From an optimization exercise on the open Yosys and OpenROAD flow, aimed at small area; shortcuts taken in it are not production practice. The RTL was checked by simulation tests, not by an equivalence proof against the original design. Power is estimated from default activity; no workload was simulated.

==> design.v <==
package ex_stage_pkg;
    localparam int XLEN_DEF = 64;
endpackage
module ex_stage_add #(
    parameter int W = 64
) (
    input  logic [W-1:0] a,
    input  logic [W-1:0] b,
    input  logic         ci,
    output logic [W-1:0] s,
    output logic [W-1:0] p,
    output logic [W-1:0] g,
    output logic         co,
    output logic         c_msb
);
    logic [W-1:0] gg, pp;
    always_comb begin
        p  = a ^ b;
        g  = a & b;
        gg = g;
        pp = p;
        gg[0] = g[0] | (p[0] & ci);
        for (int l = 0; (1 << l) < W; l++) begin
            for (int j = (2 << l) - 1; j < W; j += (2 << l)) begin
                gg[j] = gg[j] | (pp[j] & gg[j - (1 << l)]);
                pp[j] = pp[j] & pp[j - (1 << l)];
            end
        end
        for (int l = $clog2(W) - 2; l >= 0; l--) begin
            for (int j = (3 << l) - 1; j < W; j += (2 << l)) begin
                gg[j] = gg[j] | (pp[j] & gg[j - (1 << l)]);
                pp[j] = pp[j] & pp[j - (1 << l)];
            end
        end
        s  = p ^ {gg[W-2:0], ci};
        co = gg[W-1];
        c_msb = gg[W-2];
    end
endmodule
module ex_stage_fwd (
    input  logic [4:0]  rs,
    input  logic        ex_ok,
    input  logic [4:0]  ex_rd,
    input  logic [63:0] ex_data,
    input  logic        force_ex,
    input  logic        wb_we,
    input  logic [4:0]  wb_rd,
    input  logic [63:0] wb_data,
    input  logic [63:0] rf_data,
    output logic [63:0] y
);
    logic ex_hit, wb_hit;
    assign ex_hit = (ex_ok && ex_rd == rs) || force_ex;
    assign wb_hit = wb_we && (wb_rd != 5'd0) && (wb_rd == rs);
    assign y = ex_hit ? ex_data : (wb_hit ? wb_data : rf_data);
endmodule
module ex_stage_shl (
    input  logic [63:0] a,
    input  logic [5:0]  sh,
    input  logic        rev,
    input  logic        fill,
    output logic [63:0] y
);
    always_comb begin
        for (int i = 0; i < 64; i++) y[i] = rev ? a[63-i] : a[i];
        for (int l = 0; l < 6; l++)
            if (sh[l])
                for (int i = 63; i >= 0; i--)
                    y[i] = (i >= (1 << l)) ? y[i - (1 << l)] : fill;
    end
endmodule
module ex_stage
#(
    parameter int XLEN = ex_stage_pkg::XLEN_DEF
) (
    input  logic            clk,
    input  logic            reset,
    input  logic [XLEN-1:0] pc_ex,
    input  logic [XLEN-1:0] rdata1_ex,
    input  logic [XLEN-1:0] rdata2_ex,
    input  logic [XLEN-1:0] imm_ex,
    input  logic [4:0]      rs1_ex,
    input  logic [4:0]      rs2_ex,
    input  logic [4:0]      rd_ex,
    input  logic [3:0]      funct_ex,
    input  logic [1:0]      aluop_ex,
    input  logic            alusrc_ex,
    input  logic            mul_ex,
    input  logic            branch_ex,
    input  logic            memread_ex,
    input  logic            memtoreg_ex,
    input  logic            memwrite_ex,
    input  logic            regwrite_ex,
    input  logic [4:0]      memwb_rd,
    input  logic            memwb_regwrite,
    input  logic [XLEN-1:0] memwb_wdata,
    input  logic            ex_flush,
    output logic [XLEN-1:0] mem_branch_tgt,
    output logic [XLEN-1:0] mem_alu_result,
    output logic [XLEN-1:0] mem_store_data,
    output logic            mem_zero,
    output logic [4:0]      mem_rd,
    output logic            mem_branch,
    output logic            mem_memread,
    output logic            mem_memtoreg,
    output logic            mem_memwrite,
    output logic            mem_regwrite,
    output logic            ex_stall
);
    logic [XLEN-1:0] r_alu_result, r_store_data, r_branch_tgt;
    logic [4:0]      r_rd;
    logic [4:0]      r_ctrl;       
    logic [6:0]      r_cnt;
    logic            r_ak;         
    logic w_mul_go, w_setup, w_final, w_step, w_stall;
    assign w_mul_go = mul_ex && !ex_flush;
    assign w_final  = r_cnt[6] && r_cnt[1];                             
    assign w_setup  = (r_cnt[6:2] == 5'd0) && !(r_cnt[1] && r_cnt[0]);  
    assign w_step   = !w_setup && !w_final;                             
    assign w_stall  = w_mul_go && !w_final;
    assign ex_stall = w_stall && !reset;
    logic [6:0] w_cnt_inc;
    assign w_cnt_inc = r_cnt + 7'd1;
    always_ff @(posedge clk or posedge reset) begin
        if (reset) r_cnt <= '0;
        else       r_cnt <= w_stall ? w_cnt_inc : 7'd0;
    end
    logic [63:0] w_a_next;
    always_comb
        for (int i = 0; i < 64; i++) w_a_next[i] = rdata1_ex[(65 - i) % 64];
    always_ff @(posedge clk) r_ak <= w_a_next[r_cnt[5:0]];
    logic w_ex_ok;
    assign w_ex_ok = r_ctrl[0] && !r_ctrl[2] && (r_rd != 5'd0);
    logic [XLEN-1:0] w_fwd_a, w_fwd_b;
    ex_stage_fwd u_fwd_a (
        .rs(rs1_ex), .ex_ok(w_ex_ok), .ex_rd(r_rd), .ex_data(r_alu_result), .force_ex(mul_ex),
        .wb_we(memwb_regwrite), .wb_rd(memwb_rd), .wb_data(memwb_wdata), .rf_data(rdata1_ex),
        .y(w_fwd_a)
    );
    ex_stage_fwd u_fwd_b (
        .rs(rs2_ex), .ex_ok(w_ex_ok), .ex_rd(r_rd), .ex_data(r_alu_result), .force_ex(1'b0),
        .wb_we(memwb_regwrite), .wb_rd(memwb_rd), .wb_data(memwb_wdata), .rf_data(rdata2_ex),
        .y(w_fwd_b)
    );
    logic [3:0] w_f;
    logic d_add, d_sub, d_sll, d_slt, d_sltu, d_xor, d_srl, d_sra, d_or, d_and;
    always_comb begin
        if (aluop_ex == 2'b00)      w_f = 4'b0000;
        else if (aluop_ex == 2'b01) w_f = 4'b1000;
        else if (aluop_ex[0] && funct_ex[2:0] != 3'b101) w_f = {1'b0, funct_ex[2:0]};
        else                        w_f = funct_ex;
        d_sub  = (w_f == 4'b1000);
        d_sll  = (w_f == 4'b0001);
        d_slt  = (w_f == 4'b0010);
        d_sltu = (w_f == 4'b0011);
        d_xor  = (w_f == 4'b0100);
        d_srl  = (w_f == 4'b0101);
        d_sra  = (w_f == 4'b1101);
        d_or   = (w_f == 4'b0110);
        d_and  = (w_f == 4'b0111);
        d_add  = !(d_sub || d_sll || d_slt || d_sltu || d_xor || d_srl || d_sra || d_or || d_and);
    end
    logic u_imm, u_b, u_sub;
    logic s_sum, s_dbl, s_p, s_g, s_sh, s_shr, s_slt, s_sltu;
    assign u_imm  = !mul_ex && alusrc_ex;
    assign u_b    = mul_ex ? r_ak : !alusrc_ex;
    assign u_sub  = !mul_ex && (d_sub || d_slt || d_sltu);
    assign s_sum  = mul_ex ? w_final : (d_add || d_sub);
    assign s_dbl  = mul_ex && w_step;
    assign s_p    = !mul_ex && (d_xor || d_or);
    assign s_g    = !mul_ex && (d_and || d_or);
    assign s_sh   = !mul_ex && d_sll;
    assign s_shr  = !mul_ex && (d_srl || d_sra);
    assign s_slt  = !mul_ex && d_slt;
    assign s_sltu = !mul_ex && d_sltu;
    logic [XLEN-1:0] w_op_b;
    assign w_op_b = alusrc_ex ? imm_ex : w_fwd_b;
    logic [XLEN-1:0] w_sh;
    ex_stage_shl u_shl (
        .a(w_fwd_a), .sh(w_op_b[5:0]), .rev(s_shr), .fill(d_sra && w_fwd_a[XLEN-1]), .y(w_sh)
    );
    logic [XLEN-1:0] w_y, w_sum, w_p, w_g, w_res;
    logic            w_co, w_cm, w_ltu, w_lt;
    assign w_y = ({XLEN{u_imm}} & imm_ex) | ({XLEN{u_b}} & w_fwd_b);
    ex_stage_add #(.W(XLEN)) u_add (
        .a(w_fwd_a), .b(w_y ^ {XLEN{u_sub}}), .ci(u_sub),
        .s(w_sum), .p(w_p), .g(w_g), .co(w_co), .c_msb(w_cm)
    );
    assign w_ltu = !w_co;
    assign w_lt  = w_p[XLEN-1] ? w_ltu : w_fwd_a[XLEN-1];
    always_comb begin
        w_res = ({XLEN{s_sum}} & w_sum) | ({XLEN{s_dbl}} & {w_sum[XLEN-2:0], 1'b0}) |
                ({XLEN{s_p}} & w_p) | ({XLEN{s_g}} & w_g) | ({XLEN{s_sh}} & w_sh);
        for (int i = 0; i < XLEN; i++) w_res[i] = w_res[i] | (s_shr && w_sh[XLEN-1-i]);
        w_res[0] = w_res[0] | (s_slt && w_lt) | (s_sltu && w_ltu);
    end
    logic [XLEN-1:0] w_tgt;
    logic            w_tgt_co, w_tgt_cm;
    logic [XLEN-2:0] w_tgt_p, w_tgt_g;
    ex_stage_add #(.W(XLEN-1)) u_tgt (
        .a(pc_ex[XLEN-1:1]), .b(imm_ex[XLEN-2:0]), .ci(1'b0),
        .s(w_tgt[XLEN-1:1]), .p(w_tgt_p), .g(w_tgt_g), .co(w_tgt_co), .c_msb(w_tgt_cm)
    );
    assign w_tgt[0] = pc_ex[0];
    always_ff @(posedge clk or posedge reset) begin
        if (reset)                    r_ctrl <= '0;
        else if (ex_flush || w_stall) r_ctrl <= '0;
        else r_ctrl <= {branch_ex, memread_ex, memtoreg_ex, memwrite_ex, regwrite_ex};
    end
    always_ff @(posedge clk) begin
        r_alu_result <= w_res;
        r_store_data <= w_fwd_b;
        r_branch_tgt <= w_tgt;
        r_rd         <= rd_ex;
    end
    assign mem_alu_result = r_alu_result;
    assign mem_store_data = r_store_data;
    assign mem_branch_tgt = r_branch_tgt;
    assign mem_zero       = (r_alu_result == '0);
    assign mem_rd         = r_rd;
    assign {mem_branch, mem_memread, mem_memtoreg, mem_memwrite, mem_regwrite} = r_ctrl;
endmodule
==> flow/run.sh <==
#!/bin/bash
# The standard layout (standard.sh) with these changes:
#  - synthesis maps the logic with an area-oriented ABC script (flow/area.abc); the shifter
#    (ex_stage_shl) and forwarding (ex_stage_fwd) modules are kept apart until after mapping
#    and mapped with flow/shifter.abc (ABC's amap), then flattened like the rest;
#  - every port still gets a buffer, made from the smallest buffer cell (buf_1);
#  - clock tree synthesis adds no dummy loads.
set -euo pipefail
HERE=$(pwd)
cat flow/abc_override.tcl synth_recipe.tcl > my_synth.tcl
sed "s#SYNTH_SCRIPT=[^ ]*#SYNTH_SCRIPT=$HERE/my_synth.tcl#" standard.sh > my_standard.sh
export MY_ABC_SCRIPT=$HERE/flow/area.abc
export MY_ABC_SHL_SCRIPT=$HERE/flow/shifter.abc
export MY_AMAP_MODULES="ex_stage_shl ex_stage_fwd"
export SYNTH_KEEP_MODULES="ex_stage_shl ex_stage_fwd"
export BUFFER_PORTS_ARGS="-buffer_cell sky130_fd_sc_hd__buf_1"
export CTS_ARGS="-sink_clustering_enable -repair_clock_nets -buf_list sky130_fd_sc_hd__clkbuf_4 -dont_use_dummy_load"
bash my_standard.sh > flow.log 2>&1
==> flow/abc_override.tcl <==
# Map with flow/area.abc instead of ORFS's ABC script; the modules named in MY_AMAP_MODULES
# (kept apart until after mapping) are mapped on their own with flow/shifter.abc (ABC's amap).
# Everything else is the standard flow's synthesis.
proc abc {args} {
  set i [lsearch $args -script]
  set main_args [lreplace $args [expr {$i+1}] [expr {$i+1}] $::env(MY_ABC_SCRIPT)]
  set amap_args [lreplace $args [expr {$i+1}] [expr {$i+1}] $::env(MY_ABC_SHL_SCRIPT)]
  set sel {}
  foreach m $::env(MY_AMAP_MODULES) { lappend sel "*$m*" }
  yosys abc {*}$amap_args {*}$sel
  yosys abc {*}$main_args {*}$sel %n
}
==> flow/area.abc <==
&get -n
&st
&dch
&nf -R 30
&put
topo
stime -c
==> flow/shifter.abc <==
strash
dch
amap
topo
stime -c
==> standard.sh <==
#!/bin/bash
# synth_recipe.tcl (not shown) runs the flow's synth.tcl, then flattens the netlist and writes it again
# the make line also repeats each setting of config.mk as NAME=value (left out here)
make -C /OpenROAD-flow-scripts/flow DESIGN_CONFIG=/design/flow/config.mk WORK_HOME=/design/flow/orfs CLKGATE_MAP_FILE= SYNTH_SCRIPT=/design/flow/synth_recipe.tcl "${@:-finish}"
==> config.mk <==
export PLATFORM = sky130hd
export DESIGN_NAME = ex_stage
export DESIGN_NICKNAME = ex_stage
export VERILOG_FILES = /design/flow/design.v
export SDC_FILE = /design/flow/constraint.sdc
export NUM_CORES = 4
export LEC_CHECK = 0
export CAP_MARGIN = 5
export CORE_MARGIN = 2
export CORE_UTILIZATION = 50
export CTS_BUF_LIST = sky130_fd_sc_hd__clkbuf_4
export GPL_TIMING_DRIVEN = 0
export SETUP_SLACK_MARGIN = 0.2
export SLEW_MARGIN = 5
==> constraint.sdc <==
create_clock -name core_clock -period 9.0 [get_ports {clk}]
set_input_delay 1.8000 -clock core_clock [delete_from_list [all_inputs] [get_ports {clk}]]
set_output_delay 1.8000 -clock core_clock [all_outputs]
set_load 0.01 [all_outputs]
==> results of run 1 <==
[metrics by stage]
| step | setup TNS [ns] | cell area [um^2] | hold slack, ns | setup slack (ns) | power (mW) |
|---|---|---|---|---|---|
| after floorplan | -22.02 | 19100 | 0.533 | -0.728 | 2.90 |
| after global placement | -324.33 | 21900 | 0.520 | -6.25 | 3.73 |
| after detailed placement | -22.78 | 22700 | 0.527 | -1.13 | 3.81 |
| after CTS | 0 | 23200 | 0.534 | 0.251 | 4.53 |
| after global routing | 0 | 23300 | 0.559 | 0.198 | 4.87 |
| final | 0 | 23300 | 0.542 | 0.276 | 4.61 |
[area by class of cell]
| class | instances | share of cell area |
|---|---|---|
| Sequential cell | 210 | 0.183 |
| Inverter | 89 | 0.0169 |
| Antenna cell | 14 | 0.00150 |
| Timing Repair Buffer | 620 | 0.127 |
| Tap cell | 511 | 0.0274 |
| Clock buffer | 61 | 0.0196 |
| Multi-Input combinational cell | 1922 | 0.625 |
[registers in the layout, indices dropped and copies added, names as in the netlist]
name          count
r_ak              1
r_branch_tgt     64
r_ctrl            5
r_rd              5
r_cnt             7
r_alu_result     64
r_store_data     64
[per-module statistics from Yosys, one instance, submodules excluded]
| module | flops+latches | times used |
|---|---|---|
| ex_stage | 210 | 1 |
| ex_stage_shl | 0 | 1 |
| ex_stage_fwd | 0 | 2 |
[logic make-up after synthesis]
family | after synthesis | synth area share
multiplexers | 22 | 0.0226
other | 1 | 0.000199
AND/OR/NAND/NOR | 483 | 0.108
flip-flops | 210 | 0.226
AO/OA/AOI/OAI | 1098 | 0.415
adder cells (fa/ha/maj) | 189 | 0.150
XOR/XNOR | 129 | 0.0599
buffers and inverters | 89 | 0.0177
[per-layer routing]
layer,routed length (um),vias up
li1,-,10400
met1,33100,11000
met2,38300,1557
met3,9610,276
met4,4250,0
met5,0,-
[cells in the mapped netlist, types with 5 or more instances]
master and n:
sky130_fd_sc_hd__xor2_1 47, sky130_fd_sc_hd__nor4_1 19, sky130_fd_sc_hd__dfxtp_1 198, sky130_fd_sc_hd__ha_1 126
sky130_fd_sc_hd__a21o_1 16, sky130_fd_sc_hd__and2_0 13, sky130_fd_sc_hd__clkinv_1 89, sky130_fd_sc_hd__xnor2_1 82
sky130_fd_sc_hd__o211ai_1 6, sky130_fd_sc_hd__nand3_1 15, sky130_fd_sc_hd__a2111oi_0 6, sky130_fd_sc_hd__a221oi_1 38
sky130_fd_sc_hd__mux4_2 16, sky130_fd_sc_hd__nand2_1 276, sky130_fd_sc_hd__o21a_1 34, sky130_fd_sc_hd__a31oi_1 17
sky130_fd_sc_hd__a21oi_1 91, sky130_fd_sc_hd__o31ai_1 5, sky130_fd_sc_hd__o22a_1 197, sky130_fd_sc_hd__o21ai_0 243
sky130_fd_sc_hd__dfrtp_1 12, sky130_fd_sc_hd__o22ai_1 109, sky130_fd_sc_hd__fa_1 63, sky130_fd_sc_hd__a221o_1 58
sky130_fd_sc_hd__mux2_1 5, sky130_fd_sc_hd__a211oi_1 11, sky130_fd_sc_hd__nor3_1 6, sky130_fd_sc_hd__nand4_1 23
sky130_fd_sc_hd__nor2b_1 7, sky130_fd_sc_hd__a22oi_1 202, sky130_fd_sc_hd__a222oi_1 37, sky130_fd_sc_hd__nor2_1 110
[critical path, delay by kind of cell]
family | cells | cell delay [ns]
XOR/XNOR | 1 | 0.28
buffers and inverters | 7 | 1.37
AO/OA/AOI/OAI | 19 | 4.68
AND/OR/NAND/NOR | 1 | 0.20
adder cells (fa/ha/maj) | 2 | 1.01
[timing repair]
action | in CTS | in global routing
gates cloned | 0 | 0
gates resized for setup | 5 | 11
setup endpoints to repair | 20 | 15
pin swaps | 1 | 3
setup buffers | 0 | 10
endpoints found under the hold margin | 0 | 0
[power breakdown]
part / switching [mW] / internal (mW)
combinational: 1.64 / 0.967
sequential: 0.161 / 1.14
clock: 0.401 / 0.303
[path summary, 6_finish.rpt]
kind | cells past startpoint | from | slack, ns | endpoint
max | 30 | rs2_ex[3] | 0.28 | r_alu_result[63]
min | 2 | r_alu_result[12] | 0.54 | r_store_data[12]
max reg2reg | 31 | r_rd[1] | 1.06 | r_alu_result[63]
min reg2reg | 2 | r_alu_result[12] | 0.54 | r_store_data[12]
max in group asynchronous | 2 | reset | 7.77 | r_cnt[0]
min in group asynchronous | 2 | reset | 0.95 | r_ctrl[2]
==> metrics.md, run 1 <==
| Metric | Value |
|---|---|
| Run status | no timing/DRC/antenna violations |
| Ratio of cells with drive above 1 in the final layout | 0.0686 |
| Largest net degree at the start of global routing | 65 |
| Worst Path Arrival | 9.43 ns |
| Peak clock frequency supported by timing | 0.115 GHz |
| HPWL reported at the end of detailed placement | 67,700 um |
| Power per standard cell area | 197 nW/um^2 |
| Core Region | 37,400 um^2 |
| Sinks on Clock Net | 210 |
| Number of warning messages in the yosys log | 4 |
| CTS tree | yes |
| Post-route insts no fill | 3,427 |
| Period minus WS final | 8.72 ns |
| Worst clock skew | 0.0894 ns |
| Most common cell after layout, fill and taps aside | sky130_fd_sc_hd__buf_1 |
| Antenna violations before repair | 12 |
| GRT met3 Usage | 0.0976 |
| Clock transition at the registers of the reported paths | 0.06 ns |
| Final critical-path share of the clock period | 0.969 |
| Net count, final | 3,450 |
| Cell types occupying the most area after synthesis | sky130_fd_sc_hd__dfxtp_1, sky130_fd_sc_hd__o22a_1, sky130_fd_sc_hd__ha_1 |
| Detailed-route via count | 23,200 |
| Clock Root Buffer | sky130_fd_sc_hd__clkbuf_4 |
| Max-slew headroom at the worst pin | 0.226 |
| Leftover overflow at the end of global routing | 0 |
| Synthesized cell area | 18,900 um^2 |
| Crit end category | register |
| Port Buf Inserts | 560 |
| Starting density of the core | 0.505 |
| Net count after synthesis | 2,767 |
| Die W | 198 um |
| Worst path max stage delay | 0.58 ns |
| Die extent in y | 198 um |
| Peak supply drop | 0.000109 V |
| Insertion delay to the later sink of the worst-skew pair | 0.83 ns |
| Hold Buf Count CTS | 0 |
| Post-detailed-route count of antenna-violating nets | 0 |
| Hold crit path type | register to register |
| Cell with the largest stage delay on the worst path | sky130_fd_sc_hd__fa_2 |
| Class of the most critical setup path | input pin to register |
| Post-synthesis cell count | 2,221 |
| Reported leakage power | 8.47 nW |
| Number of max-cap violations | 0 |
| Final Hold Violating Endpoints | 0 |
| Area taken by flip-flops and latches | 4270 um^2 |
| Total die area | 39,300 um^2 |
| Portion of the post-synthesis area used by sequential elements | 0.226 |
| Unrepaired setup endpoints after global routing | no |
| Distinct cell type count after synthesis | 55 |
| Met1 Usage GRT | 0.538 |
| Number of placed instances with taps included | 3,342 |
| Average detailed-routed wire length per instance | 24.9 um |
| Biggest area consumer among synthesized cells | sky130_fd_sc_hd__dfxtp_1 |
| Clk buf depth | 3 |
| Maximum fanout count along the critical path | 33 |
| Final routed DRC violation total | 0 |
| Critical path's most frequent cell | sky130_fd_sc_hd__o21ai_2 |
| Final Slew Violations | 0 |
| Total track usage | 0.416 |
| Number of global-route vias before repair | 21,700 |
| Inserted Clock Buffers | 61 |
| Final setup violation count | 0 |
| Area share of the largest cell type after synthesis | 0.210 |
| Final core utilization | 0.624 |
| Count of pins on the block boundary | 561 |
| Detail-routed via count per cell | 6.78 |
| Aggregate routed wire length | 85,300 um |
| Average size of a mapped cell | 8.50 um^2 |
| Met2 Track Usage GR | 0.652 |
| Area occupied by multi-input gates | 14,600 um^2 |
| Nature of the critical path startpoint | input pin |
| Row cnt | 71 |
| Ys flop type | sky130_fd_sc_hd__dfxtp_1 |
| Number of enable flip-flop cells after synthesis | 0 |
| Post-synth ARST share | 0.0571 |
| Worst endpoint required time | 9.71 ns |
| Area added between synthesis and finish | 23.7% |
| Top library cells by usage in the layout, fill and taps aside | sky130_fd_sc_hd__buf_1, sky130_fd_sc_hd__nand2_1, sky130_fd_sc_hd__o21ai_0, sky130_fd_sc_hd__a22oi_1, sky130_fd_sc_hd__dfxtp_1 |
| Initial drt markers | 2,953 |
| Pin slew with the least headroom to its limit | 1.16 ns |
| H-tree Lvls | 2 |
| Flops & latches, synth | 210 |
| Total iterations of the first detailed-routing run | 9 |
| Busiest metal layer after global routing | met2 |
| Fill count | 3,427 |
| Global placement routability congestion | 0.985 |
| Wire length of the first global-routing pass | 126,000 um |
==> run 2, diff against run 1 <==
--- a/flow/run.sh
+++ b/flow/run.sh
@@ -5,5 +5,5 @@
 #    and mapped with flow/shifter.abc (ABC's amap), then flattened like the rest;
 #  - every port still gets a buffer, made from the smallest buffer cell (buf_1);
-#  - clock tree synthesis adds no dummy loads.
+#  - clock tree synthesis uses clkbuf_8 with clusters of up to 12 sinks and adds no dummy loads.
 set -euo pipefail
 HERE=$(pwd)
@@ -15,4 +15,4 @@
 export SYNTH_KEEP_MODULES="ex_stage_shl ex_stage_fwd"
 export BUFFER_PORTS_ARGS="-buffer_cell sky130_fd_sc_hd__buf_1"
-export CTS_ARGS="-sink_clustering_enable -repair_clock_nets -buf_list sky130_fd_sc_hd__clkbuf_4 -dont_use_dummy_load"
+export CTS_ARGS="-sink_clustering_enable -repair_clock_nets -buf_list sky130_fd_sc_hd__clkbuf_8 -dont_use_dummy_load -sink_clustering_size 12 -sink_clustering_max_diameter 60"
 bash my_standard.sh > flow.log 2>&1
--- a/config.mk
+++ b/config.mk
@@ -8,6 +8,6 @@
 export CAP_MARGIN = 5
 export CORE_MARGIN = 2
-export CORE_UTILIZATION = 50
-export CTS_BUF_LIST = sky130_fd_sc_hd__clkbuf_4
+export CORE_UTILIZATION = 56
+export CTS_BUF_LIST = sky130_fd_sc_hd__clkbuf_8
 export GPL_TIMING_DRIVEN = 0
 export SETUP_SLACK_MARGIN = 0.2
==> metrics.md, run 2 <==
| Metric | Value |
|---|---|
| Final Worst Setup Slack | 0.469 ns (+0.193 ns) |
| Launch instance of the worst register-to-register path | r_rd[1] |
| Average detailed-routed wire length per instance | 25.2 um (+1.2%) |
| Clk buf depth | 3 (unchanged) |
| Die W | 188 um (-5.4%) |
| Top library cells by usage in the layout, fill and taps aside | sky130_fd_sc_hd__buf_1, sky130_fd_sc_hd__nand2_1, sky130_fd_sc_hd__o21ai_0, sky130_fd_sc_hd__a22oi_1, sky130_fd_sc_hd__dfxtp_1 |
| Detail-routed via count per cell | 7.04 (+3.8%) |
| Area occupied by multi-input gates | 14,600 um^2 (+0.37%) |
| Clock Root Buffer | sky130_fd_sc_hd__clkbuf_8 |
| Aggregate routed wire length | 83,700 um (-1.9%) |
| Cell with the largest stage delay on the worst path | sky130_fd_sc_hd__o31a_2 |
| Cell with the most instances after synthesis | sky130_fd_sc_hd__nand2_1 |
| Insertion delay to the later sink of the worst-skew pair | 0.60 ns (-0.23 ns) |
| Main combinational cell family by area after synthesis | compound AO/OA/AOI/OAI gates |
| Count of pins on the block boundary | 561 (unchanged) |
| Net count after synthesis | 2,767 (unchanged) |
| Final setup violation count | 0 (unchanged) |
| Number of max-cap violations | 0 (unchanged) |
| Run status | no timing/DRC/antenna violations |
| Row cnt | 67 (-5.6%) |
| Distinct cell type count after synthesis | 55 (unchanged) |
| Setup TNS after final layout | 0 ns (unchanged) |
| Area taken by flip-flops and latches | 4270 um^2 (unchanged) |
| Nature of the critical path startpoint | input pin |
| Worst path max stage delay | 0.43 ns (-0.15 ns) |
| Global placement routability congestion | 1.00 (+1.6%) |
| Class of the most critical setup path | input pin to register |
| Flops & latches, synth | 210 (unchanged) |
| Net count, final | 3,414 (-1.0%) |
| Critical path buffers and inverters | 6 (-1) |
| Final core utilization | 0.696 (+0.0713) |
| Worst path top cell family by delay | compound AO/OA/AOI/OAI gates |
| Final Hold Violating Endpoints | 0 (unchanged) |
| Port Buf Inserts | 560 (unchanged) |
| Max-slew headroom at the worst pin | 0.0844 (-0.142) |
| Hold crit path type | register to register |
| Peak clock frequency supported by timing | 0.117 GHz (+2.3%) |
| Inserted Clock Buffers | 24 (-61%) |
| Core Region | 33,400 um^2 (-11%) |
| Period minus WS final | 8.53 ns (-0.193 ns) |
| Antenna violations before repair | 7 (-5) |
| Adder and majority cell fraction of the synthesized area | 0.150 (unchanged) |
| Compound-gate portion of the synthesized area | 0.415 (unchanged) |
| Total die area | 35,200 um^2 (-11%) |
| Final Power | 4.50 mW (-2.4%) |
| Final Slew Violations | 0 (unchanged) |
| Total track usage | 0.453 (+0.0369) |
| Initial drt markers | 3,328 (+13%) |
| Portion of the post-synthesis area used by sequential elements | 0.226 (unchanged) |
| Number of placed instances with taps included | 3,282 (-1.8%) |
| Starting density of the core | 0.566 (+0.0610) |
| Cell types occupying the most area after synthesis | sky130_fd_sc_hd__dfxtp_1, sky130_fd_sc_hd__o22a_1, sky130_fd_sc_hd__ha_1 |
| Worst clock skew | 0.0362 ns (-0.0532 ns) |
| HPWL reported at the end of detailed placement | 65,300 um (-3.6%) |
| CTS tree | yes |
| Ys flop type | sky130_fd_sc_hd__dfxtp_1 |
| H-tree Lvls | 1 (-1) |
| Number of global-route vias before repair | 22,100 (+1.7%) |
| Area added between synthesis and finish | 23.0% |
| Largest net degree at the start of global routing | 65 (unchanged) |
| Post-detailed-route count of antenna-violating nets | 0 (unchanged) |
| Peak supply drop | 0.000130 V (+20%) |
| Pin slew with the least headroom to its limit | 1.36 ns (+0.204 ns) |
| Crit end category | register |
| Ratio of cells with drive above 1 in the final layout | 0.0576 (-0.0110) |
| Capturing instance or port of the critical path | r_alu_result[63] |
| Wire length of the first global-routing pass | 126,000 um (-0.14%) |
| Post-synth ARST share | 0.0571 (unchanged) |
| Worst endpoint required time | 9.47 ns (-0.24 ns) |
| Maximum fanout count along the critical path | 28 (-15%) |
| Fill count | 2,755 (-20%) |
| Reg2reg path depth | 32 (+3.2%) |
| Reg2reg end | r_alu_result[63] |
| Most common cell after layout, fill and taps aside | sky130_fd_sc_hd__buf_1 |
| Sinks on Clock Net | 210 (unchanged) |
| Synth top cells by count | sky130_fd_sc_hd__nand2_1, sky130_fd_sc_hd__o21ai_0, sky130_fd_sc_hd__a22oi_1 |
| Biggest area consumer among synthesized cells | sky130_fd_sc_hd__dfxtp_1 |
| Critical path's most frequent cell | sky130_fd_sc_hd__o21ai_2 |
| Clock transition at the registers of the reported paths | 0.08 ns (+0.02 ns) |
| Post-synthesis cell count | 2,221 (unchanged) |
| Synthesized cell area | 18,900 um^2 (unchanged) |
| Die extent in y | 188 um (-5.4%) |
| Final critical-path share of the clock period | 0.948 (-0.0214) |
| Reported leakage power | 8.38 nW (-1.1%) |
| Registers with the most flip-flops | r_alu_result (64), r_branch_tgt (64), r_store_data (64) |
| Setup slack after placement | -0.947 ns (+0.183 ns) |
| Stages on worst setup path | 30 (unchanged) |
| Area share of the largest cell type after synthesis | 0.210 (unchanged) |
| Average size of a mapped cell | 8.50 um^2 (unchanged) |
| Multiplexer share of the synthesized area | 0.0226 (unchanged) |
| Crit path launch | memwb_rd[1] |
| Number of enable flip-flop cells after synthesis | 0 (unchanged) |
| Total iterations of the first detailed-routing run | 12 (+3) |
| Detailed-route via count | 23,400 (+0.59%) |
| Hold Buf Count CTS | 0 (unchanged) |
| Worst Path Arrival | 9.00 ns (-0.43 ns) |
| Post-route insts no fill | 3,322 (-3.1%) |
| Leftover overflow at the end of global routing | 0 (unchanged) |
| Unrepaired setup endpoints after global routing | no |
| Final routed DRC violation total | 0 (unchanged) |
| Number of warning messages in the yosys log | 4 (unchanged) |
| Share of synthesized cell area in and, or, nand and nor gates | 0.108 (unchanged) |
| R2r setup slk | 1.21 ns (+0.15 ns) |
| XOR/XNOR Fraction of Synth Area | 0.0599 (unchanged) |
| Power per standard cell area | 194 nW/um^2 (-1.8%) |
==> run 2: changes by cell type in the layout (fill, tap and decap cells not counted), moves of 2 or more <==
cell	change
sky130_fd_sc_hd__clkbuf_4	-61
sky130_fd_sc_hd__o21ai_0	+3
sky130_fd_sc_hd__clkbuf_8	+24
sky130_fd_sc_hd__diode_2	-6
sky130_fd_sc_hd__buf_6	+3
sky130_fd_sc_hd__buf_12	-2
sky130_fd_sc_hd__o21ai_1	-3
sky130_fd_sc_hd__buf_16	+2
sky130_fd_sc_hd__buf_4	-4
==> run 2: final cells by class <==
type,count,area share
repair buffers,620,0.129
inverters,89,0.0170
well taps,448,0.0242
flip-flops and latches,210,0.184
clock buffers,24,0.0142
multi-input cells,1923,0.631
diodes,8,0.000863
==> run 2: worst min path at each step <==
stage / from / end / slack (ns) / cells past startpoint
floorplan: r_cnt[5] / r_ak / 0.53 / 1
global route: r_alu_result[40] / r_store_data[40] / 0.56 / 2
finish: r_alu_result[26] / r_store_data[26] / 0.53 / 2
global placement: r_alu_result[28] / r_store_data[28] / 0.52 / 2
CTS: r_alu_result[18] / r_store_data[18] / 0.53 / 2
detailed placement: r_alu_result[29] / r_store_data[29] / 0.54 / 2
==> run 2: per-stage QoR <==
step / area (um^2) / hold slack, ns
5_1_grt: 23200 / 0.557
3_5_place_dp: 22700 / 0.535
2_1_floorplan: 19100 / 0.533
4_1_cts: 23100 / 0.530
3_3_place_gp: 21800 / 0.524
6_report: 23200 / 0.532
==> run 2: routing by layer <==
metal / global-route usage / wire (um) / vias up
li1: - / - / 10300
met1: 0.566 / 30700 / 11000
met2: 0.720 / 37000 / 1764
met3: 0.106 / 10300 / 365
met4: 0.257 / 5690 / 0
met5: 0 / 0 / -
==> run 2: repair_timing <==
action / in CTS / in global routing
resized for setup: 6 / 11
gates cloned: 1 / 0
endpoints found under the setup margin: 21 / 13
buffers inserted: 4 / 3
pin swaps: 3 / 3
==> run 2: worst min-delay path: cells and delay by family (launching register included) <==
kind	cells	cell delay (ns)
DFF	1	0.34
AOI/OAI and AO/OA	1	0.09
and+or+nand+nor	1	0.06
==> run 2: logic make-up (layout without fill, tap and decap cells) <==
logic type               after synthesis  after routing
adder cells (fa/ha/maj)              189            189
AND/OR/NAND/NOR                      483            483
flip-flops                           210            210
XOR/XNOR                             129            129
AO/OA/AOI/OAI                       1098           1099
buffers and inverters                 89            733
multiplexers                          22             22
other                                  1              9
==> run 2: report_power, final <==
| group | total (mW) | internal [mW] | leakage (nW) | switching [mW] |
|---|---|---|---|---|
| clock | 0.594 | 0.236 | 0.173 | 0.359 |
| combinational | 2.61 | 0.973 | 6.39 | 1.64 |
| sequential | 1.29 | 1.14 | 1.82 | 0.154 |
| total | 4.50 | 2.35 | 8.38 | 2.15 |
==> run 2: per-module statistics from Yosys (local to each module, per instance) <==
module / area [um^2] / copies in the design / flops+latches / cells inside
ex_stage_shl: 3470 / 1 / 0 / 495
ex_stage: 13000 / 1 / 210 / 1288
ex_stage_fwd: 1190 / 2 / 0 / 219
==> run 3, diff against run 2 <==
--- a/config.mk
+++ b/config.mk
@@ -8,5 +8,5 @@
 export CAP_MARGIN = 5
 export CORE_MARGIN = 2
-export CORE_UTILIZATION = 56
+export CORE_UTILIZATION = 50
 export CTS_BUF_LIST = sky130_fd_sc_hd__clkbuf_8
 export GPL_TIMING_DRIVEN = 0
==> metrics.md, run 3 <==
| Metric | Value |
|---|---|
| Final routed DRC violation total | 0 (unchanged) |
| Peak clock frequency supported by timing | 0.116 GHz (-0.98%) |
| Cell types occupying the most area after synthesis | sky130_fd_sc_hd__dfxtp_1, sky130_fd_sc_hd__o22a_1, sky130_fd_sc_hd__ha_1 |
| Most common cell after layout, fill and taps aside | sky130_fd_sc_hd__buf_1 |
| Flops & latches, synth | 210 (unchanged) |
| Number of enable flip-flop cells after synthesis | 0 (unchanged) |
| Class of the most critical setup path | input pin to register |
| Largest net degree at the start of global routing | 65 (unchanged) |
| Total track usage | 0.413 (-0.0405) |
| Reported leakage power | 8.38 nW (about the same) |
| Hold Buf Count CTS | 0 (unchanged) |
| Die extent in y | 198 um (+5.7%) |
| Inserted Clock Buffers | 25 (+4.2%) |
| Aggregate routed wire length | 84,700 um (+1.2%) |
| Wire length of the first global-routing pass | 126,000 um (-0.25%) |
| Top library cells by usage in the layout, fill and taps aside | sky130_fd_sc_hd__buf_1, sky130_fd_sc_hd__nand2_1, sky130_fd_sc_hd__o21ai_0, sky130_fd_sc_hd__a22oi_1, sky130_fd_sc_hd__dfxtp_1 |
| Clk buf depth | 3 (unchanged) |
| Reg2reg end | r_alu_result[62] |
| Hold crit path type | register to register |
| Net count after synthesis | 2,767 (unchanged) |
| Distinct cell type count after synthesis | 55 (unchanged) |
| Max-slew headroom at the worst pin | 0.233 (+0.148) |
| Number of placed instances with taps included | 3,342 (+1.8%) |
| Starting density of the core | 0.505 (-0.0610) |
| R2r setup slk | 1.13 ns (-0.08 ns) |
| Global placement routability congestion | 0.985 (-1.6%) |
| Count of pins on the block boundary | 561 (unchanged) |
| HPWL reported at the end of detailed placement | 67,700 um (+3.7%) |
| Cell with the largest stage delay on the worst path | sky130_fd_sc_hd__fa_2 |
| Biggest area consumer among synthesized cells | sky130_fd_sc_hd__dfxtp_1 |
| Cell with the most instances after synthesis | sky130_fd_sc_hd__nand2_1 |
| Ratio of cells with drive above 1 in the final layout | 0.0579 (+0.000349) |
| H-tree Lvls | 1 (unchanged) |
| Initial drt markers | 2,814 (-15%) |
| Switching power total | 2.16 mW (+0.27%) |
| Worst Path Arrival | 9.11 ns (+0.11 ns) |
| Clock transition at the registers of the reported paths | 0.10 ns (+0.02 ns) |
| Port Buf Inserts | 560 (unchanged) |
| CTS tree | yes |
| Final critical-path share of the clock period | 0.957 (+0.00936) |
| Crit end category | register |
| Ys flop type | sky130_fd_sc_hd__dfxtp_1 |
| Period minus WS final | 8.61 ns (+0.0842 ns) |
| Insertion delay to the later sink of the worst-skew pair | 0.64 ns (+0.04 ns) |
| Average detailed-routed wire length per instance | 25.0 um (-0.73%) |
| Post-route insts no fill | 3,388 (+2.0%) |
| Die W | 198 um (+5.7%) |
| Sinks on Clock Net | 210 (unchanged) |
| Core Region | 37,400 um^2 (+12%) |
| Post-synthesis cell count | 2,221 (unchanged) |
| Sequential share of power | 0.288 (about the same) |
| Power per standard cell area | 194 nW/um^2 (about the same) |
| Leftover overflow at the end of global routing | 0 (unchanged) |
| Peak supply drop | 0.000137 V (+5.4%) |
| Total iterations of the first detailed-routing run | 8 (-4) |
| Total die area | 39,300 um^2 (+12%) |
| Row cnt | 71 (+6.0%) |
| Post-detailed-route count of antenna-violating nets | 0 (unchanged) |
| Synthesized cell area | 18,900 um^2 (unchanged) |
| Nature of the critical path startpoint | input pin |
| Post-synth ARST share | 0.0571 (unchanged) |
| Worst endpoint required time | 9.50 ns (+0.03 ns) |
| Unrepaired setup endpoints after global routing | no |
| Cell-internal power | 2.35 mW (+0.30%) |
| Setup slack after placement | -1.13 ns (-0.183 ns) |
| Switching share of power | 0.478 (about the same) |
| Portion of the post-synthesis area used by sequential elements | 0.226 (unchanged) |
| Area added between synthesis and finish | 23.2% |
| Final Hold Violating Endpoints | 0 (unchanged) |
| Registers with the most flip-flops | r_alu_result (64), r_branch_tgt (64), r_store_data (64) |
| Antenna violations before repair | 11 (+4) |
| Synth top cells by count | sky130_fd_sc_hd__nand2_1, sky130_fd_sc_hd__o21ai_0, sky130_fd_sc_hd__a22oi_1 |
| Average size of a mapped cell | 8.50 um^2 (unchanged) |
| Clock network fraction of design power | 0.136 (+0.004) |
| Critical path's most frequent cell | sky130_fd_sc_hd__o21ai_2 |
| Final setup violation count | 0 (unchanged) |
| Share of power burned in combinational logic | 0.577 (-0.004) |
| Net count, final | 3,414 (unchanged) |
| Number of global-route vias before repair | 21,500 (-2.7%) |
| Fill count | 3,423 (+24%) |
| Worst path max stage delay | 0.57 ns (+0.14 ns) |
| Number of max-cap violations | 0 (unchanged) |
| Final Worst Setup Slack | 0.385 ns (-0.0842 ns) |
| Area share of the largest cell type after synthesis | 0.210 (unchanged) |
| Detailed-route via count | 23,000 (-1.6%) |
| Final Slew Violations | 0 (unchanged) |
| Number of warning messages in the yosys log | 4 (unchanged) |
| Detail-routed via count per cell | 6.79 (-3.5%) |
| Maximum fanout count along the critical path | 33 (+18%) |
| Reg2reg path depth | 31 (-3.1%) |
| Launch instance of the worst register-to-register path | r_rd[1] |
| Clock Root Buffer | sky130_fd_sc_hd__clkbuf_8 |
| Pin slew with the least headroom to its limit | 1.15 ns (-0.214 ns) |
| Worst clock skew | 0.101 ns (+0.0651 ns) |
| Crit path launch | rs2_ex[3] |
| Run status | no timing/DRC/antenna violations |
| Capturing instance or port of the critical path | r_alu_result[62] |
-- run 3: changes by cell type in the layout (fill, tap and decap cells not counted), moves of 2 or more --
cell / before / now
sky130_fd_sc_hd__buf_12: 16 / 18
sky130_fd_sc_hd__buf_16: 7 / 5
sky130_fd_sc_hd__buf_4: 12 / 16
sky130_fd_sc_hd__buf_6: 22 / 19
sky130_fd_sc_hd__diode_2: 8 / 11
sky130_fd_sc_hd__o21ai_0: 214 / 211
sky130_fd_sc_hd__o21ai_1: 26 / 29
-- run 3: kinds of logic (layout without fill, tap and decap cells) --
kind of cell               count (synthesis)  after routing  synth area share
AOI/OAI and AO/OA                       1098           1098             0.415
xor gates and xnor gates                 129            129            0.0599
adders and majority gates                189            189             0.150
buffers and inverters                     89            734            0.0177
DFF                                      210            210             0.226
muxes                                     22             22            0.0226
other                                      1             12          0.000199
and+or+nand+nor                          483            483             0.108
-- run 3: final cells by class --
type / instances / area (um^2) / share of cell area
timing repair buffer: 620 / 2970 / 0.128
multi-input combinational: 1922 / 14600 / 0.628
inverter: 89 / 394 / 0.0170
antenna: 11 / 27.5 / 0.00118
sequential: 210 / 4270 / 0.183
clock buffer: 25 / 344 / 0.0148
tap: 511 / 639 / 0.0275
-- run 3: power groups by stage --
stage | registers (mW) | clock network, mW | logic [mW]
finish | 1.30 | 0.613 | 2.60
global route | 1.32 | 0.647 | 2.80
CTS | 1.29 | 0.615 | 2.52
detailed placement | 1.31 | 0 | 2.50
global placement | 1.31 | 0 | 2.42
floorplan | 1.37 | 0 | 1.53
-- run 3: per-module statistics from Yosys (local to each module, per instance) --
module / cell area (um^2) / cells / flip-flops and latches
ex_stage_fwd: 1190 / 219 / 0
ex_stage: 13000 / 1288 / 210
ex_stage_shl: 3470 / 495 / 0
-- run 3: what timing repair did --
| item | CTS | global route |
|---|---|---|
| resized for setup | 7 | 12 |
| gates cloned | 0 | 0 |
| hold endpoints to repair | 0 | 0 |
| pin swaps | 2 | 3 |
| setup endpoints to repair | 25 | 14 |
| setup buffers | 2 | 8 |
-- run 3: layer usage --
metal,part of all wire,vias up,GRT usage,wire length (um)
li1,-,10300,-,-
met2,0.45,1474,0.649,37800
met4,0.052,0,0.197,4390
met5,0,-,0,0
met1,0.39,11000,0.537,33300
met3,0.11,264,0.0899,9180
-- run 3: how the worst min path moves through the flow --
stage	from	end	slack (ns)	depth (start not counted)
floorplan	r_cnt[5]	r_ak	0.53	1
global placement	r_alu_result[22]	r_store_data[22]	0.52	2
detailed placement	r_alu_result[12]	r_store_data[12]	0.53	2
CTS	r_alu_result[44]	r_store_data[44]	0.51	2
global route	r_alu_result[44]	r_store_data[44]	0.55	2
finish	r_alu_result[44]	r_store_data[44]	0.52	2
-- run 3: critical path: cells and delay by family --
kind / cells / cell delay (ns)
simple gates: 1 / 0.20
buf+inv: 7 / 1.38
xor+xnor: 1 / 0.30
fa+ha+maj: 2 / 1.00
compound gates: 19 / 4.36
-- run 3: stage by stage --
| step | instance area (um^2) | TNS, ns | power (mW) | hold slack (ns) | util |
|---|---|---|---|---|---|
| 2_1_floorplan | 19100 | -22.02 | 2.90 | 0.533 | - |
| 3_3_place_gp | 21900 | -324.33 | 3.73 | 0.520 | 0.585 |
| 3_5_place_dp | 22700 | -22.78 | 3.81 | 0.527 | 0.608 |
| 4_1_cts | 23100 | 0 | 4.43 | 0.506 | 0.618 |
| 5_1_grt | 23300 | 0 | 4.76 | 0.549 | 0.622 |
| 6_report | 23300 | 0 | 4.51 | 0.520 | 0.622 |
==> run 4, diff against run 3 <==
--- a/design.v
+++ b/design.v
@@ -195,10 +195,19 @@
         w_res[0] = w_res[0] | (s_slt && w_lt) | (s_sltu && w_ltu);
     end
+    localparam int TGT_RC = 8;
     logic [XLEN-1:0] w_tgt;
+    logic            w_tgt_c;
+    always_comb begin
+        w_tgt_c = 1'b0;
+        for (int i = 1; i <= TGT_RC; i++) begin
+            w_tgt[i] = pc_ex[i] ^ imm_ex[i-1] ^ w_tgt_c;
+            w_tgt_c  = (pc_ex[i] & imm_ex[i-1]) | (pc_ex[i] & w_tgt_c) | (imm_ex[i-1] & w_tgt_c);
+        end
+    end
     logic            w_tgt_co, w_tgt_cm;
-    logic [XLEN-2:0] w_tgt_p, w_tgt_g;
-    ex_stage_add #(.W(XLEN-1)) u_tgt (
-        .a(pc_ex[XLEN-1:1]), .b(imm_ex[XLEN-2:0]), .ci(1'b0),
-        .s(w_tgt[XLEN-1:1]), .p(w_tgt_p), .g(w_tgt_g), .co(w_tgt_co), .c_msb(w_tgt_cm)
+    logic [XLEN-2-TGT_RC:0] w_tgt_p, w_tgt_g;
+    ex_stage_add #(.W(XLEN-1-TGT_RC)) u_tgt (
+        .a(pc_ex[XLEN-1:TGT_RC+1]), .b(imm_ex[XLEN-2:TGT_RC]), .ci(w_tgt_c),
+        .s(w_tgt[XLEN-1:TGT_RC+1]), .p(w_tgt_p), .g(w_tgt_g), .co(w_tgt_co), .c_msb(w_tgt_cm)
     );
     assign w_tgt[0] = pc_ex[0];
--- a/config.mk
+++ b/config.mk
@@ -11,4 +11,4 @@
 export CTS_BUF_LIST = sky130_fd_sc_hd__clkbuf_8
 export GPL_TIMING_DRIVEN = 0
-export SETUP_SLACK_MARGIN = 0.2
+export SETUP_SLACK_MARGIN = 0.12
 export SLEW_MARGIN = 5
==> metrics.md, run 4 <==
| Metric | Value |
|---|---|
| Aggregate routed wire length | 82,900 um (-2.1%) |
| Final Hold Violating Endpoints | 0 (unchanged) |
| Cell types occupying the most area after synthesis | sky130_fd_sc_hd__dfxtp_1, sky130_fd_sc_hd__a22oi_1, sky130_fd_sc_hd__o22a_1 |
| CTS tree | yes |
| Crit end category | register |
| Core Region | 37,300 um^2 (-0.24%) |
| Row cnt | 71 (unchanged) |
| Final core utilization | 0.618 (-0.00342) |
| Final setup violation count | 0 (unchanged) |
| Clock transition at the registers of the reported paths | 0.09 ns (about the same) |
| Leftover overflow at the end of global routing | 0 (unchanged) |
| Period minus WS final | 8.61 ns (-0.00938 ns) |
| Clock Root Buffer | sky130_fd_sc_hd__clkbuf_8 |
| H-tree Lvls | 1 (unchanged) |
| Critical path's most frequent cell | sky130_fd_sc_hd__fa_1 |
| Antenna violations before repair | 3 (-8) |
| Synth top cells by count | sky130_fd_sc_hd__nand2_1, sky130_fd_sc_hd__a22oi_1, sky130_fd_sc_hd__o21ai_0 |
| Distinct cell type count after synthesis | 55 (unchanged) |
| Max-slew headroom at the worst pin | 0.101 (-0.131) |
| Area share of the largest cell type after synthesis | 0.211 (+0.000881) |
| Reported leakage power | 8.36 nW (-0.24%) |
| Setup slack after placement | -1.20 ns (-0.0732 ns) |
| Maximum fanout count along the critical path | 5 (-85%) |
| Detail-routed via count per cell | 6.81 (+0.29%) |
| Final critical-path share of the clock period | 0.956 (-0.00104) |
| Final Worst Setup Slack | 0.395 ns (+0.00938 ns) |
| Net count after synthesis | 2,754 (-0.47%) |
| Starting density of the core | 0.504 (-0.000911) |
| CP Cell Sequence | buf_1, ha_1, fa_1, fa_1, fa_1, fa_1, fa_1, fa_1, fa_1, fa_1, fa_1, a211oi_1, o31ai_1, a31o_1, a21o_1, a41o_1, a31oi_4, o41a_4, o31ai_1, a21o_1, nand3_1, nand2_1, fa_1, xor2_1 |
| Post-detailed-route count of antenna-violating nets | 0 (unchanged) |
| Die W | 198 um (-0.21%) |
| Die extent in y | 198 um (-0.21%) |
| Insertion delay to the later sink of the worst-skew pair | 0.63 ns (about the same) |
| Inserted Clock Buffers | 25 (unchanged) |
| Ys flop type | sky130_fd_sc_hd__dfxtp_1 |
| Clk buf depth | 3 (unchanged) |
| Cell with the most instances after synthesis | sky130_fd_sc_hd__nand2_1 |
| Peak supply drop | 0.000123 V (-11%) |
| Initial drt markers | 2,438 (-13%) |
| Worst endpoint required time | 9.49 ns (about the same) |
| Area added between synthesis and finish | 22.7% |
| Peak clock frequency supported by timing | 0.116 GHz (+0.11%) |
| R2r setup slk | 1.29 ns (+0.16 ns) |
| Unrepaired setup endpoints after global routing | no |
| Area taken by flip-flops and latches | 4270 um^2 (about the same) |
| Cell with the largest stage delay on the worst path | sky130_fd_sc_hd__fa_1 |
| Reg2reg path depth | 28 (-9.7%) |
| Largest net degree at the start of global routing | 65 (unchanged) |
| Wire length of the first global-routing pass | 124,000 um (-1.2%) |
| Net count, final | 3,396 (-0.53%) |
| Post-synthesis cell count | 2,212 (-0.41%) |
| Average size of a mapped cell | 8.50 um^2 (about the same) |
| Sinks on Clock Net | 210 (unchanged) |
| Worst path max stage delay | 0.44 ns (-0.13 ns) |
| Flops & latches, synth | 210 (unchanged) |
| Pin slew with the least headroom to its limit | 1.35 ns (+0.200 ns) |
| Total die area | 39,200 um^2 (-0.41%) |
| Worst Path Arrival | 9.10 ns (about the same) |
| Final routed DRC violation total | 0 (unchanged) |
| Number of max-cap violations | 0 (unchanged) |
| Area occupied by multi-input gates | 14,600 um^2 (-0.33%) |
| Top library cells by usage in the layout, fill and taps aside | sky130_fd_sc_hd__buf_1, sky130_fd_sc_hd__nand2_1, sky130_fd_sc_hd__a22oi_1, sky130_fd_sc_hd__dfxtp_1 |
| Run status | no timing/DRC/antenna violations |
| Biggest area consumer among synthesized cells | sky130_fd_sc_hd__dfxtp_1 |
| Power per standard cell area | 196 nW/um^2 (+0.88%) |
| Most common cell after layout, fill and taps aside | sky130_fd_sc_hd__buf_1 |
| Number of warning messages in the yosys log | 5 (+1) |
| Post-synth ARST share | 0.0571 (unchanged) |
| Port Buf Inserts | 560 (unchanged) |
| Class of the most critical setup path | input pin to register |
| Detailed-route via count | 22,700 (-1.5%) |
| HPWL reported at the end of detailed placement | 66,000 um (-2.6%) |
| Portion of the post-synthesis area used by sequential elements | 0.227 (+0.000948) |
| Number of global-route vias before repair | 21,600 (+0.63%) |
| Final Slew Violations | 0 (unchanged) |
| WHS Path Cells | 2 (unchanged) |
| Total iterations of the first detailed-routing run | 7 (-1) |
| Ratio of cells with drive above 1 in the final layout | 0.0540 (-0.00392) |
| Worst clock skew | 0.0510 ns (-0.0503 ns) |
| Number of enable flip-flop cells after synthesis | 0 (unchanged) |
| Total track usage | 0.408 (-0.00472) |
| Count of pins on the block boundary | 561 (unchanged) |
| Nature of the critical path startpoint | input pin |
| Fill count | 3,389 (-0.99%) |
| Average detailed-routed wire length per instance | 24.9 um (-0.37%) |
| Synthesized cell area | 18,800 um^2 (-0.42%) |
| Registers with the most flip-flops | r_alu_result (64), r_branch_tgt (64), r_store_data (64) |
| Hold crit path type | register to register |
| Global placement routability congestion | 1.00 (+1.6%) |
## run 4: layer usage
metal  track usage  part of all wire  up-vias
met1         0.528              0.40    10900
li1              -                 -    10200
met5             0                 0        -
met4         0.207             0.052        0
met2         0.651              0.45     1359
met3        0.0744             0.096      241
## run 4: report_power, final
part	internal, mW	switching, mW
combinational	0.964	1.64
clock	0.246	0.366
sequential	1.14	0.158
## run 4: through the flow
stage	instances	power (mW)	instance area, um^2	TNS (ns)	hold slack [ns]
detailed placement	3298	3.82	22600	-24.60	0.530
CTS	3323	4.43	23000	0	0.524
finish	3329	4.52	23100	0	0.527
global route	3329	4.78	23100	0	0.537
global placement	3246	3.74	21700	-306.68	0.519
floorplan	2212	2.89	19000	-23.85	0.529
## run 4: repair_timing
| action | in CTS | in global routing |
|---|---|---|
| pin swaps | 0 | 2 |
| cloned | 0 | 0 |
| gates resized for setup | 11 | 10 |
| buffers inserted | 0 | 2 |
| endpoints found under the setup margin | 25 | 19 |
| hold buffers | 0 | 0 |
## run 4: area by class of cell
| cell class | count | area share |
|---|---|---|
| Inverter | 77 | 0.0149 |
| Antenna cell | 3 | 0.000325 |
| Multi-Input combinational cell | 1925 | 0.631 |
| Tap cell | 474 | 0.0257 |
| Clock buffer | 25 | 0.0149 |
| Timing Repair Buffer | 615 | 0.128 |
| Sequential cell | 210 | 0.185 |
## run 4: cells by family (layout without fill, tap and decap cells)
family                     after synthesis  in the layout  synth area share
adders and majority gates              185            185             0.150
other                                    1              4          0.000200
and+or+nand+nor                        498            498             0.113
muxes                                   27             27            0.0254
buffers and inverters                   77            717            0.0154
xor gates and xnor gates               124            124            0.0578
DFF                                    210            210             0.227
AOI/OAI and AO/OA                     1090           1090             0.411
## run 4: final timing paths
check / start / endpoint
min reg2reg: r_alu_result[7] / r_store_data[7]
min: r_alu_result[7] / r_store_data[7]
min in group asynchronous: reset / r_ctrl[1]
max: imm_ex[0] / r_branch_tgt[56]
max reg2reg: r_rd[1] / r_alu_result[63]
max in group asynchronous: reset / r_cnt[0]
## run 4: worst max-delay path, delay by kind of cell
family | cells | cell delay [ns]
fa+ha+maj | 11 | 4.23
compound gates | 9 | 2.63
simple gates | 2 | 0.17
xor+xnor | 1 | 0.17
buf+inv | 1 | 0.11
## run 4: Yosys stat by module, one instance, submodules excluded
| module | times used | cells inside | area [um^2] | flip-flops and latches |
|---|---|---|---|---|
| ex_stage | 1 | 1279 | 12900 | 210 |
| ex_stage_fwd | 2 | 219 | 1190 | 0 |
| ex_stage_shl | 1 | 495 | 3470 | 0 |
==> run 5, diff against run 4 <==
==> flow/area.abc (replaced) <==
&get -n
&st
&dch
&nf -R 1000
&put
topo
stime -c
--- a/config.mk
+++ b/config.mk
@@ -11,4 +11,4 @@
 export CTS_BUF_LIST = sky130_fd_sc_hd__clkbuf_8
 export GPL_TIMING_DRIVEN = 0
-export SETUP_SLACK_MARGIN = 0.12
+export SETUP_SLACK_MARGIN = 0.2
 export SLEW_MARGIN = 5
==> metrics.md, run 5 <==
| Metric | Value |
|---|---|
| Wire length of the first global-routing pass | 126,000 um (+1.1%) |
| Multiplexer share of the synthesized area | 0.0255 (+0.000109) |
| Final routed DRC violation total | 0 (unchanged) |
| Initial drt markers | 2,403 (-1.4%) |
| Unrepaired setup endpoints after global routing | no |
| Main combinational cell family by area after synthesis | compound AO/OA/AOI/OAI gates |
| Run status | no timing/DRC/antenna violations |
| Hold Buf Count CTS | 0 (unchanged) |
| Ys flop type | sky130_fd_sc_hd__dfxtp_1 |
| Cell with the largest stage delay on the worst path | sky130_fd_sc_hd__o21ai_0 |
| Biggest area consumer among synthesized cells | sky130_fd_sc_hd__dfxtp_1 |
| Number of max-cap violations | 0 (unchanged) |
| Core Region | 36,700 um^2 (-1.6%) |
| Power per standard cell area | 196 nW/um^2 (about the same) |
| Final core utilization | 0.632 (+0.0141) |
| Clk buf depth | 3 (unchanged) |
| Final Hold Violating Endpoints | 0 (unchanged) |
| Synth top cells by count | sky130_fd_sc_hd__nand2_1, sky130_fd_sc_hd__a22oi_1, sky130_fd_sc_hd__o21ai_0 |
| Die W | 197 um (-0.21%) |
| Final setup violation count | 0 (unchanged) |
| H-tree Lvls | 1 (unchanged) |
| Met1 Usage GRT | 0.538 (+0.00945) |
| Worst Path Arrival | 9.04 ns (-0.06 ns) |
| Post-synthesis cell count | 2,198 (-0.63%) |
| CTS tree | yes |
| Period minus WS final | 8.55 ns (-0.0597 ns) |
| Post-route cell area | 23,200 um^2 (+0.61%) |
| Average size of a mapped cell | 8.51 um^2 (+0.21%) |
| Share of synthesized cell area in and, or, nand and nor gates | 0.110 (-0.00279) |
| Detail-routed via count per cell | 6.82 (+0.22%) |
| Top library cells by usage in the layout, fill and taps aside | sky130_fd_sc_hd__buf_1, sky130_fd_sc_hd__nand2_1, sky130_fd_sc_hd__a22oi_1, sky130_fd_sc_hd__o21ai_0, sky130_fd_sc_hd__dfxtp_1 |
| Launch instance of the worst register-to-register path | r_rd[1] |
| Area share of the largest cell type after synthesis | 0.212 (+0.000902) |
| Nature of the critical path startpoint | input pin |
| Detailed-route via count | 22,700 (+0.25%) |
| Reg2reg end | r_alu_result[63] |
| Cell with the most instances after synthesis | sky130_fd_sc_hd__nand2_1 |
| Number of global-route vias before repair | 21,500 (-0.44%) |
| Reported leakage power | 8.38 nW (+0.23%) |
| Adder and majority cell fraction of the synthesized area | 0.151 (+0.000642) |
| Most common cell after layout, fill and taps aside | sky130_fd_sc_hd__buf_1 |
| Placed inst area | 22,500 um^2 (-0.28%) |
| Critical path's most frequent cell | sky130_fd_sc_hd__o21ai_2 |
| Area added between synthesis and finish | 24.0% |
| Maximum fanout count along the critical path | 33 (+28) |
| Average detailed-routed wire length per instance | 25.7 um (+3.3%) |
| Port Buf Inserts | 560 (unchanged) |
| Portion of the post-synthesis area used by sequential elements | 0.228 (+0.000971) |
| Number of enable flip-flop cells after synthesis | 0 (unchanged) |
| HPWL reported at the end of detailed placement | 68,700 um (+4.1%) |
| Registers with the most flip-flops | r_alu_result (64), r_branch_tgt (64), r_store_data (64) |
| Total iterations of the first detailed-routing run | 6 (-1) |
| R2r setup slk | 1.11 ns (-0.18 ns) |
| Worst path max stage delay | 0.79 ns (+0.35 ns) |
| Leftover overflow at the end of global routing | 0 (unchanged) |
| GRT met3 Usage | 0.0992 (+0.0248) |
| WHS Path Cells | 2 (unchanged) |
| Starting density of the core | 0.510 (+0.00623) |
| Row cnt | 70 (-1.4%) |
| Final Slew Violations | 0 (unchanged) |
| Net count, final | 3,391 (-0.15%) |
| XOR/XNOR Fraction of Synth Area | 0.0580 (+0.000247) |
| Distinct cell type count after synthesis | 50 (-9.1%) |
| Insertion delay to the later sink of the worst-skew pair | 0.63 ns (about the same) |
| Flops & latches, synth | 210 (unchanged) |
| Hold crit path type | register to register |
| Antenna violations before repair | 15 (+12) |
| Final critical-path share of the clock period | 0.950 (-0.00664) |
| Sinks on Clock Net | 210 (unchanged) |
| Peak clock frequency supported by timing | 0.117 GHz (+0.70%) |
| Pin slew with the least headroom to its limit | 1.25 ns (-0.102 ns) |
| Count of pins on the block boundary | 561 (unchanged) |
| Global placement routability congestion | 1.01 (+1.3%) |
| Clock Root Buffer | sky130_fd_sc_hd__clkbuf_8 |
| Clock transition at the registers of the reported paths | 0.08 ns (about the same) |
| Number of placed instances with taps included | 3,276 (-0.67%) |
| Post-route insts no fill | 3,330 (+0.030%) |
| Post-detailed-route count of antenna-violating nets | 0 (unchanged) |
| Number of warning messages in the yosys log | 5 (unchanged) |
| Busiest metal layer after global routing | met2 |
| Cell types occupying the most area after synthesis | sky130_fd_sc_hd__dfxtp_1, sky130_fd_sc_hd__a22oi_1, sky130_fd_sc_hd__o22a_1 |
| Inserted Clock Buffers | 27 (+8.0%) |
| Max-slew headroom at the worst pin | 0.167 (+0.0661) |
| Met2 Track Usage GR | 0.648 (-0.00300) |
| Class of the most critical setup path | input pin to register |
| Synthesized cell area | 18,700 um^2 (-0.43%) |
| Total track usage | 0.416 (+0.00863) |
| Aggregate routed wire length | 85,700 um (+3.3%) |
| Origin of the worst min-delay path | r_alu_result[53] |
| Net count after synthesis | 2,740 (-0.51%) |
| Crit end category | register |
| Compound-gate portion of the synthesized area | 0.412 (+0.000757) |
| Largest net degree at the start of global routing | 65 (unchanged) |
| Ratio of cells with drive above 1 in the final layout | 0.0646 (+0.0106) |
| Worst clock skew | 0.0689 ns (+0.0179 ns) |
| Worst min-delay path endpoint | r_store_data[53] |
| Die extent in y | 197 um (-0.21%) |
| Peak supply drop | 0.000126 V (+3.1%) |
| Worst endpoint required time | 9.49 ns (about the same) |
| Post-synth ARST share | 0.0571 (unchanged) |
| Total die area | 39,000 um^2 (-0.41%) |
| Reg2reg path depth | 33 (+18%) |
## run 5: cell count changes in the layout (fill, tap and decap cells not counted), sizes merged, moves of 4 or more
cell	previous run	this run
diode	3	15
clkbuf	27	34
nor2	87	80
a211oi	8	13
a21oi	100	95
nand2	291	287
## run 5: per-stage QoR
stage          setup slack [ns]  power, mW  setup TNS [ns]  hold WS (ns)
2_1_floorplan             -1.44       2.90          -35.75         0.529
3_3_place_gp              -5.52       3.71         -287.99         0.520
3_5_place_dp              -1.50       3.81          -35.52         0.526
4_1_cts                  0.0871       4.44               0         0.516
5_1_grt                   0.180       4.79               0         0.538
6_report                  0.454       4.54               0         0.524
## run 5: timing repair
action,4_1_cts,5_1_grt
setup buffers,3,7
setup endpoints to repair,40,23
gates resized for setup,15,26
pin swaps,3,9
cloned,0,2
## run 5: per-layer routing
layer | up-vias | wire (um)
met3 | 246 | 10700
met2 | 1501 | 37600
met5 | - | 8
met1 | 10800 | 32700
li1 | 10200 | -
met4 | 2 | 4680
## run 5: how the worst max path moves through the flow
| stage | start | endpoint | depth (start not counted) |
|---|---|---|---|
| after global placement | mul_ex | r_alu_result[63] | 26 |
| after floorplan | rs2_ex[1] | r_alu_result[63] | 30 |
| after CTS | rs2_ex[3] | r_alu_result[63] | 33 |
| final | rs1_ex[3] | r_alu_result[63] | 30 |
| after detailed placement | rs2_ex[3] | r_alu_result[63] | 33 |
| after global routing | rs2_ex[3] | r_alu_result[63] | 34 |
## run 5: modules after synthesis, one instance, submodules excluded
| module | area [um^2] | copies in the design | flip-flops and latches | cells inside |
|---|---|---|---|---|
| ex_stage | 12900 | 1 | 210 | 1265 |
| ex_stage_shl | 3470 | 1 | 0 | 495 |
| ex_stage_fwd | 1190 | 2 | 0 | 219 |
## run 5: where the power goes
group	internal (mW)	leakage (nW)	switching, mW
combinational	0.970	6.37	1.65
clock	0.264	0.194	0.358
sequential	1.14	1.82	0.154
## run 5: final cells by class
type | instances | area, um^2
clock buffer | 27 | 372
sequential | 210 | 4270
tap | 468 | 586
antenna | 15 | 37.5
inverter | 77 | 369
multi-input combinational | 1912 | 14600
timing repair buffer | 621 | 3010
fill | 3280 | 13500
## run 5: cells by family (layout without fill, tap and decap cells)
family	Yosys count	in the layout
multiplexers	27	27
buffers and inverters	77	725
flip-flops	210	210
XOR/XNOR	124	124
adder cells (fa/ha/maj)	185	185
AND/OR/NAND/NOR	485	486
other	1	16
AO/OA/AOI/OAI	1089	1089
## run 5: worst max-delay path: cells and delay by family
kind            cells  cell delay [ns]
compound gates     17             4.38
simple gates        5             0.91
buf+inv             6             1.01
fa+ha+maj           2             0.86

port drivers added, routing unchanged:
The flow's constraints put no driver on any port. The routed layouts listed below were extracted and timed again, unchanged, in two steps. Step 1 (the two cells are an assumption about what drives the block):
set clk [get_ports {clk}]
set_driving_cell -lib_cell sky130_fd_sc_hd__clkbuf_16 $clk
set_driving_cell -lib_cell sky130_fd_sc_hd__buf_2 [delete_from_list [all_inputs] $clk]
Step 2 also shifts input and output timing later by t, the mid clock arrival at the registers, as if the neighbouring blocks saw the same clock. Slacks: ideal ports / drivers / drivers and shift; pairs: ideal ports / drivers.
run | t (ns) | setup slack, ns | latest minus earliest clock arrival (ns) | worst register clock-pin slew, ns | worst slew at a driven data input, ns
run 1 | 0.841 | 0.276 / 0.306 / -0.535 | 0.090 / 0.090 | 0.07 / 0.07 | 0.14
run 2 | 0.636 | 0.469 / 0.501 / -0.135 | 0.036 / 0.036 | 0.09 / 0.09 | 0.13
run 3 | 0.652 | 0.385 / 0.417 / -0.235 | 0.101 / 0.102 | 0.10 / 0.10 | 0.12
run 4 | 0.657 | 0.395 / 0.411 / -0.246 | 0.051 / 0.051 | 0.09 / 0.09 | 0.13
run 5 | 0.649 | 0.454 / 0.482 / -0.167 | 0.071 / 0.071 | 0.09 / 0.09 | 0.11
With both steps, setup timing fails in every run listed, where it was met with ideal ports. For run 1, which loses most, drivers alone change the setup slack by +0.030 ns; drivers and shift together by -0.811 ns.
